What follows belongs to an exercise in optimizing a design on an open flow for small area; a production flow would make more cautious choices.
Only simulation tests tie the RTL to the original design; equivalence was not proved.
Power and IR drop assume default switching activity.

==> inputs of ember <==
==> flow/design.v <==
`timescale 1ns/1ps
module axis_packet_receiver #(
    parameter int DEPTH = 64,
    parameter int CNT_W = 16
) (
    input  logic             clk,
    input  logic             rst_n,
    input  logic             s_tvalid,
    output logic             s_tready,
    input  logic [31:0]      s_tdata,
    input  logic             s_tlast,
    input  logic [7:0]       s_tdest,
    input  logic [3:0]       s_tuser,
    output logic             m_tvalid,
    input  logic             m_tready,
    output logic [31:0]      m_tdata,
    output logic             m_tlast,
    output logic [7:0]       m_tdest,
    output logic [3:0]       err_pulse,
    output logic [CNT_W-1:0] pkt_ok_cnt,
    output logic [CNT_W-1:0] pkt_err_cnt
);
    localparam int AW = $clog2(DEPTH);
    localparam logic [AW:0] PTR_ONE = {{AW{1'b0}}, 1'b1};
    typedef enum logic [1:0] {IDLE = 2'd0, BODY = 2'd1, DROP = 2'd2} state_t;
    function automatic logic is_full(input logic [AW:0] w, input logic [AW:0] r);
        is_full = (w[AW] != r[AW]) && (w[AW-1:0] == r[AW-1:0]);
    endfunction
    function automatic logic [CNT_W-1:0] sat_add(input logic [CNT_W-1:0] cnt, input logic [1:0] inc);
        logic [CNT_W:0] sum;
        sum = {1'b0, cnt} + {{(CNT_W-1){1'b0}}, inc};
        if (sum[CNT_W]) begin
            sat_add = {CNT_W{1'b1}};
        end else begin
            sat_add = sum[CNT_W-1:0];
        end
    endfunction
    logic [32:0]      mem_r [DEPTH];
    state_t           state_r, state_n;
    logic [AW:0]      wr_r, wr_n, commit_r, commit_n, rd_r, rd_n;
    logic [7:0]       dest_r, dest_n;
    logic             s_tready_r, m_tvalid_r, rd_first_r;
    logic [AW-1:0]    rp_r;
    logic [7:0]       rp_lo_s, rp_hi_s;
    logic             m_tlast_r;
    logic [31:0]      m_tdata_r;
    logic [7:0]       m_tdest_r;
    logic             valid_n_s, first_n_s, load_s;
    logic [AW-1:0]    rp_n;
    logic [3:0]       err_pulse_r, err_s;
    logic [CNT_W-1:0] pkt_ok_cnt_r, pkt_err_cnt_r;
    logic             accept_s, full_s, we_s, first_s, ok_inc_s, pop_s;
    logic [1:0]       err_inc_s;
    logic [AW-1:0]    waddr_s;
    logic [32:0]      rd_word_s;
    logic             unused_s;
    assign unused_s = ^s_tuser[3:1];
    assign accept_s = s_tvalid & s_tready_r;
    assign full_s   = is_full(wr_r, rd_r);
    always_comb begin
        state_n   = state_r;
        wr_n      = wr_r;
        commit_n  = commit_r;
        dest_n    = dest_r;
        we_s      = 1'b0;
        waddr_s   = wr_r[AW-1:0];
        err_s     = 4'b0000;
        err_inc_s = 2'd0;
        ok_inc_s  = 1'b0;
        first_s   = 1'b0;
        if (accept_s) begin
            case (state_r)
                IDLE: first_s = 1'b1;
                BODY: begin
                    if (s_tuser[0]) begin
                        err_s[1]  = 1'b1;
                        err_inc_s = 2'd1;
                        wr_n      = commit_r;
                        first_s   = 1'b1;
                    end else if (s_tdest != dest_r) begin
                        err_s[2]  = 1'b1;
                        err_inc_s = 2'd1;
                        wr_n      = commit_r;
                        state_n   = s_tlast ? IDLE : DROP;
                    end else if (full_s) begin
                        err_s[3]  = 1'b1;
                        err_inc_s = 2'd1;
                        wr_n      = commit_r;
                        state_n   = s_tlast ? IDLE : DROP;
                    end else begin
                        we_s    = 1'b1;
                        waddr_s = wr_r[AW-1:0];
                        wr_n    = wr_r + PTR_ONE;
                        if (s_tlast) begin
                            commit_n = wr_r + PTR_ONE;
                            ok_inc_s = 1'b1;
                            state_n  = IDLE;
                        end else begin
                            state_n = BODY;
                        end
                    end
                end
                DROP: begin
                    if (s_tlast) begin
                        state_n = IDLE;
                    end else begin
                        state_n = DROP;
                    end
                end
                default: state_n = IDLE;
            endcase
            if (first_s) begin
                if (!s_tuser[0]) begin
                    err_s[0]  = 1'b1;
                    err_inc_s = err_inc_s + 2'd1;
                    wr_n      = commit_r;
                    state_n   = s_tlast ? IDLE : DROP;
                end else if (s_tdest != s_tdata[31:24]) begin
                    err_s[2]  = 1'b1;
                    err_inc_s = err_inc_s + 2'd1;
                    wr_n      = commit_r;
                    state_n   = s_tlast ? IDLE : DROP;
                end else begin
                    we_s    = 1'b1;
                    waddr_s = commit_r[AW-1:0];
                    wr_n    = commit_r + PTR_ONE;
                    dest_n  = s_tdest;
                    if (s_tlast) begin
                        commit_n = commit_r + PTR_ONE;
                        ok_inc_s = 1'b1;
                        state_n  = IDLE;
                    end else begin
                        state_n = BODY;
                    end
                end
            end
        end
    end
    assign pop_s     = m_tvalid_r & m_tready;
    assign rd_n      = pop_s ? (rd_r + PTR_ONE) : rd_r;
    assign valid_n_s = (rd_n != commit_r);
    assign load_s    = valid_n_s & (pop_s | ~m_tvalid_r);
    assign rp_n      = valid_n_s ? (rd_n[AW-1:0] + 1'b1) : rd_n[AW-1:0];
    assign first_n_s = pop_s ? m_tlast_r : rd_first_r;
    localparam int NG = DEPTH / 3;
    logic [DEPTH-1:0]  rd_sel_s;
    logic [NG:0]       aoi_s [33];
    assign rp_lo_s = 8'h01 << rp_r[2:0];
    assign rp_hi_s = 8'h01 << rp_r[5:3];
    always_comb begin
        for (int i = 0; i < DEPTH; i++) begin
            rd_sel_s[i] = rp_hi_s[i / 8] & rp_lo_s[i % 8];
        end
    end
    for (genvar b = 0; b < 33; b++) begin : g_rd_bit
        for (genvar g = 0; g < NG; g++) begin : g_rd_grp
            axis_pkt_rx_aoi222 u_aoi (
                .a0(rd_sel_s[3*g]),   .b0(mem_r[3*g][b]),
                .a1(rd_sel_s[3*g+1]), .b1(mem_r[3*g+1][b]),
                .a2(rd_sel_s[3*g+2]), .b2(mem_r[3*g+2][b]),
                .y(aoi_s[b][g])
            );
        end
        assign aoi_s[b][NG]  = ~(rd_sel_s[DEPTH-1] & mem_r[DEPTH-1][b]);
        assign rd_word_s[b] = ~&aoi_s[b];
    end
    always_ff @(posedge clk) begin
        if (we_s) begin
            mem_r[waddr_s] <= {s_tlast, s_tdata};
        end
    end
    always_ff @(posedge clk) begin
        dest_r <= dest_n;
    end
    always_ff @(posedge clk) begin
        if (load_s) begin
            {m_tlast_r, m_tdata_r} <= rd_word_s;
            if (first_n_s) begin
                m_tdest_r <= rd_word_s[31:24];
            end
        end
    end
    always_ff @(posedge clk or negedge rst_n) begin
        if (!rst_n) begin
            state_r       <= IDLE;
            wr_r          <= '0;
            commit_r      <= '0;
            rd_r          <= '0;
            s_tready_r    <= 1'b0;
            m_tvalid_r    <= 1'b0;
            rd_first_r    <= 1'b1;
            rp_r          <= '0;
            err_pulse_r   <= 4'b0000;
            pkt_ok_cnt_r  <= '0;
            pkt_err_cnt_r <= '0;
        end else begin
            state_r       <= state_n;
            wr_r          <= wr_n;
            commit_r      <= commit_n;
            rd_r          <= rd_n;
            s_tready_r    <= ~(is_full(wr_n, rd_n) & (commit_n != rd_n));
            m_tvalid_r    <= valid_n_s;
            rp_r          <= rp_n;
            rd_first_r    <= first_n_s;
            err_pulse_r   <= err_s;
            pkt_ok_cnt_r  <= sat_add(pkt_ok_cnt_r, {1'b0, ok_inc_s});
            pkt_err_cnt_r <= sat_add(pkt_err_cnt_r, err_inc_s);
        end
    end
    assign s_tready    = s_tready_r;
    assign m_tvalid    = m_tvalid_r;
    assign m_tdata     = m_tdata_r;
    assign m_tlast     = m_tlast_r;
    assign m_tdest     = m_tdest_r;
    assign err_pulse   = err_pulse_r;
    assign pkt_ok_cnt  = pkt_ok_cnt_r;
    assign pkt_err_cnt = pkt_err_cnt_r;
endmodule
module axis_pkt_rx_aoi222 (
    input  logic a0, b0, a1, b1, a2, b2,
    output logic y
);
    assign y = ~((a0 & b0) | (a1 & b1) | (a2 & b2));
endmodule
==> flow/run.sh <==
#!/bin/bash
# synth_recipe.tcl (not shown) runs the flow's synth.tcl, then flattens the netlist and writes it again
# the make line also repeats each setting of config.mk as NAME=value (left out here)
make -C /OpenROAD-flow-scripts/flow DESIGN_CONFIG=/design/flow/config.mk WORK_HOME=/design/flow/orfs CLKGATE_MAP_FILE= SYNTH_SCRIPT=/design/flow/synth_recipe.tcl finish
==> flow/config.mk <==
export PLATFORM = sky130hd
export DESIGN_NAME = axis_packet_receiver
export DESIGN_NICKNAME = axis_packet_receiver
export VERILOG_FILES = /design/flow/design.v
export SDC_FILE = /design/flow/constraint.sdc
export NUM_CORES = 4
export LEC_CHECK = 0
export CAP_MARGIN = 20
export CORE_MARGIN = 2
export CORE_UTILIZATION = 75
export CTS_CLUSTER_DIAMETER = 80
export CTS_CLUSTER_SIZE = 25
export GPL_ROUTABILITY_DRIVEN = 0
export SLEW_MARGIN = 20
export SYNTH_HIERARCHICAL = 1
==> flow/constraint.sdc <==
create_clock -name core_clock -period 5.0 [get_ports {clk}]
set_input_delay 1.0000 -clock core_clock [delete_from_list [all_inputs] [get_ports {clk}]]
set_output_delay 1.0000 -clock core_clock [all_outputs]
set_load 0.01 [all_outputs]
==> sierra (differences from ember) <==
--- a/flow/config.mk
+++ b/flow/config.mk
@@ -8,5 +8,5 @@
 export CAP_MARGIN = 20
 export CORE_MARGIN = 2
-export CORE_UTILIZATION = 75
+export CORE_UTILIZATION = 70
 export CTS_CLUSTER_DIAMETER = 80
 export CTS_CLUSTER_SIZE = 25
==> maple (differences from ember) <==
--- a/flow/design.v
+++ b/flow/design.v
@@ -41,11 +41,5 @@
     logic [7:0]       dest_r, dest_n;
     logic             s_tready_r, m_tvalid_r, rd_first_r;
-    logic [AW-1:0]    rp_r;
-    logic [7:0]       rp_lo_s, rp_hi_s;
-    logic             m_tlast_r;
-    logic [31:0]      m_tdata_r;
-    logic [7:0]       m_tdest_r;
-    logic             valid_n_s, first_n_s, load_s;
-    logic [AW-1:0]    rp_n;
+    logic [7:0]       dest_hold_r;
     logic [3:0]       err_pulse_r, err_s;
     logic [CNT_W-1:0] pkt_ok_cnt_r, pkt_err_cnt_r;
@@ -139,29 +133,11 @@
     assign pop_s     = m_tvalid_r & m_tready;
     assign rd_n      = pop_s ? (rd_r + PTR_ONE) : rd_r;
-    assign valid_n_s = (rd_n != commit_r);
-    assign load_s    = valid_n_s & (pop_s | ~m_tvalid_r);
-    assign rp_n      = valid_n_s ? (rd_n[AW-1:0] + 1'b1) : rd_n[AW-1:0];
-    assign first_n_s = pop_s ? m_tlast_r : rd_first_r;
-    localparam int NG = DEPTH / 3;
-    logic [DEPTH-1:0]  rd_sel_s;
-    logic [NG:0]       aoi_s [33];
-    assign rp_lo_s = 8'h01 << rp_r[2:0];
-    assign rp_hi_s = 8'h01 << rp_r[5:3];
+    logic [DEPTH-1:0] rd_sel_s;
     always_comb begin
+        rd_word_s = '0;
         for (int i = 0; i < DEPTH; i++) begin
-            rd_sel_s[i] = rp_hi_s[i / 8] & rp_lo_s[i % 8];
+            rd_sel_s[i] = (rd_r[AW-1:0] == AW'(i));
+            rd_word_s   = rd_word_s | ({33{rd_sel_s[i]}} & mem_r[i]);
         end
-    end
-    for (genvar b = 0; b < 33; b++) begin : g_rd_bit
-        for (genvar g = 0; g < NG; g++) begin : g_rd_grp
-            axis_pkt_rx_aoi222 u_aoi (
-                .a0(rd_sel_s[3*g]),   .b0(mem_r[3*g][b]),
-                .a1(rd_sel_s[3*g+1]), .b1(mem_r[3*g+1][b]),
-                .a2(rd_sel_s[3*g+2]), .b2(mem_r[3*g+2][b]),
-                .y(aoi_s[b][g])
-            );
-        end
-        assign aoi_s[b][NG]  = ~(rd_sel_s[DEPTH-1] & mem_r[DEPTH-1][b]);
-        assign rd_word_s[b] = ~&aoi_s[b];
     end
     always_ff @(posedge clk) begin
@@ -171,13 +147,5 @@
     end
     always_ff @(posedge clk) begin
-        dest_r <= dest_n;
-    end
-    always_ff @(posedge clk) begin
-        if (load_s) begin
-            {m_tlast_r, m_tdata_r} <= rd_word_s;
-            if (first_n_s) begin
-                m_tdest_r <= rd_word_s[31:24];
-            end
-        end
+        dest_hold_r <= m_tdest;
     end
     always_ff @(posedge clk or negedge rst_n) begin
@@ -187,8 +155,8 @@
             commit_r      <= '0;
             rd_r          <= '0;
+            dest_r        <= 8'h00;
             s_tready_r    <= 1'b0;
             m_tvalid_r    <= 1'b0;
             rd_first_r    <= 1'b1;
-            rp_r          <= '0;
             err_pulse_r   <= 4'b0000;
             pkt_ok_cnt_r  <= '0;
@@ -199,8 +167,10 @@
             commit_r      <= commit_n;
             rd_r          <= rd_n;
+            dest_r        <= dest_n;
             s_tready_r    <= ~(is_full(wr_n, rd_n) & (commit_n != rd_n));
-            m_tvalid_r    <= valid_n_s;
-            rp_r          <= rp_n;
-            rd_first_r    <= first_n_s;
+            m_tvalid_r    <= (rd_n != commit_r);
+            if (pop_s) begin
+                rd_first_r <= rd_word_s[32];
+            end
             err_pulse_r   <= err_s;
             pkt_ok_cnt_r  <= sat_add(pkt_ok_cnt_r, {1'b0, ok_inc_s});
@@ -210,15 +180,9 @@
     assign s_tready    = s_tready_r;
     assign m_tvalid    = m_tvalid_r;
-    assign m_tdata     = m_tdata_r;
-    assign m_tlast     = m_tlast_r;
-    assign m_tdest     = m_tdest_r;
+    assign m_tdata     = rd_word_s[31:0];
+    assign m_tlast     = rd_word_s[32];
+    assign m_tdest     = rd_first_r ? rd_word_s[31:24] : dest_hold_r;
     assign err_pulse   = err_pulse_r;
     assign pkt_ok_cnt  = pkt_ok_cnt_r;
     assign pkt_err_cnt = pkt_err_cnt_r;
 endmodule
-module axis_pkt_rx_aoi222 (
-    input  logic a0, b0, a1, b1, a2, b2,
-    output logic y
-);
-    assign y = ~((a0 & b0) | (a1 & b1) | (a2 & b2));
-endmodule
--- a/flow/config.mk
+++ b/flow/config.mk
@@ -8,8 +8,4 @@
 export CAP_MARGIN = 20
 export CORE_MARGIN = 2
-export CORE_UTILIZATION = 75
-export CTS_CLUSTER_DIAMETER = 80
-export CTS_CLUSTER_SIZE = 25
-export GPL_ROUTABILITY_DRIVEN = 0
+export CORE_UTILIZATION = 40
 export SLEW_MARGIN = 20
-export SYNTH_HIERARCHICAL = 1
==> qor summary <==
Unrepaired setup endpoints after global routing: sierra false; maple true; ember false
DR WL met2: sierra 97.4 mm; maple 144 mm; ember 97.6 mm
Simple logic cell fraction of the synthesized area: sierra 0.0478; maple 0.0365; ember 0.0478
Synthesized-area fraction occupied by ao, oa, aoi and oai cells: sierra 0.0962; maple 0.123; ember 0.0962
Number of combinational gates with multiple inputs: sierra 1626; maple 1825; ember 1626
Fill cell total of the finished layout: sierra 5902; maple 16.2k; ember 4734
Multi-input gate area: sierra 12900 µm²; maple 16000 µm²; ember 13000 µm²
Share of total power in sequential cells: sierra 0.570; maple 0.458; ember 0.570
Number of H-tree levels: sierra 3; maple 4; ember 3
Slew at the pin with the worst max-slew slack: sierra 1190 ps; maple 1150 ps; ember 1210 ps
Register bit total from synthesis: sierra 2229; maple 2190; ember 2229
Mean Syn Cell Area: sierra 20.2 µm²; maple 18.8 µm²; ember 20.2 µm²
# clock sinks: sierra 2229; maple 2190; ember 2229
Vertical die dimension: sierra 340 µm; maple 452 µm; ember 329 µm
Logic gate share of total power: sierra 0.189; maple 0.188; ember 0.191
Count of final setup violators: sierra 0; maple 3; ember 0
Number of enable flip-flop cells after synthesis: sierra 2161; maple 2112; ember 2161
Fin Setup TNS: sierra 0 ps; maple -34.9 ps; ember 0 ps
Share of cells above drive strength 1: sierra 0.126; maple 0.241; ember 0.125
Outcome: sierra finished clean; maple finished with violations; ember finished clean
Layout check failures: sierra -; maple negative setup slack; ember -
Share of the yosys chip area belonging to registers: sierra 0.842; maple 0.816; ember 0.842
Total setup buffers inserted after CTS: sierra 0; maple 95; ember 0
Post-DR wirelength/cell: sierra 36.3 µm; maple 43.3 µm; ember 37.1 µm
Routing usage on met1: sierra 0.543; maple 0.419; ember 0.558
Via total after detailed routing: sierra 45.2k; maple 53.6k; ember 45.7k
Synthesized Nets: sierra 3979; maple 4327; ember 3979
Number of antenna violations at the first check in global routing: sierra 9; maple 18; ember 13

[port drivers added, routing unchanged]
How much do the figures lean on ideal ports? The routed layouts below were timed once more, with nothing changed but the port constraints. Step 1 (the two cells are an assumption about what drives the block):
set clk [get_ports {clk}]
set_driving_cell -lib_cell sky130_fd_sc_hd__clkbuf_16 $clk
set_driving_cell -lib_cell sky130_fd_sc_hd__buf_2 [delete_from_list [all_inputs] $clk]
Step 2 adds t to the input delays and takes it off the output delays; t is the mean of the earliest and latest rising clock arrival at the registers after step 1. Input paths then give back, and output paths get back, about the clock's delay inside the block. Three values: ideal ports, drivers, drivers and shift; two values: the first two.
run | t, ns | setup WS [ns] | hold slack, ns | worst setup path at the end | worst slew at a driven data input, ns
ember | 0.801 | 0.605 / 0.605 / -0.044 | 0.302 / 0.247 / 0.515 | input to register | 0.10
sierra | 0.786 | 0.500 / 0.500 / -0.129 | 0.354 / 0.305 / 0.525 | input to register | 0.26
maple | 0.948 | -0.018 / -0.100 / -0.185 | 0.298 / 0.239 / 0.469 | input to register | 0.24
With both steps, setup timing fails in ember and sierra, where it was met with ideal ports. For ember, which loses most, drivers alone change the setup slack by 0.000 ns; drivers and shift together by -0.649 ns.
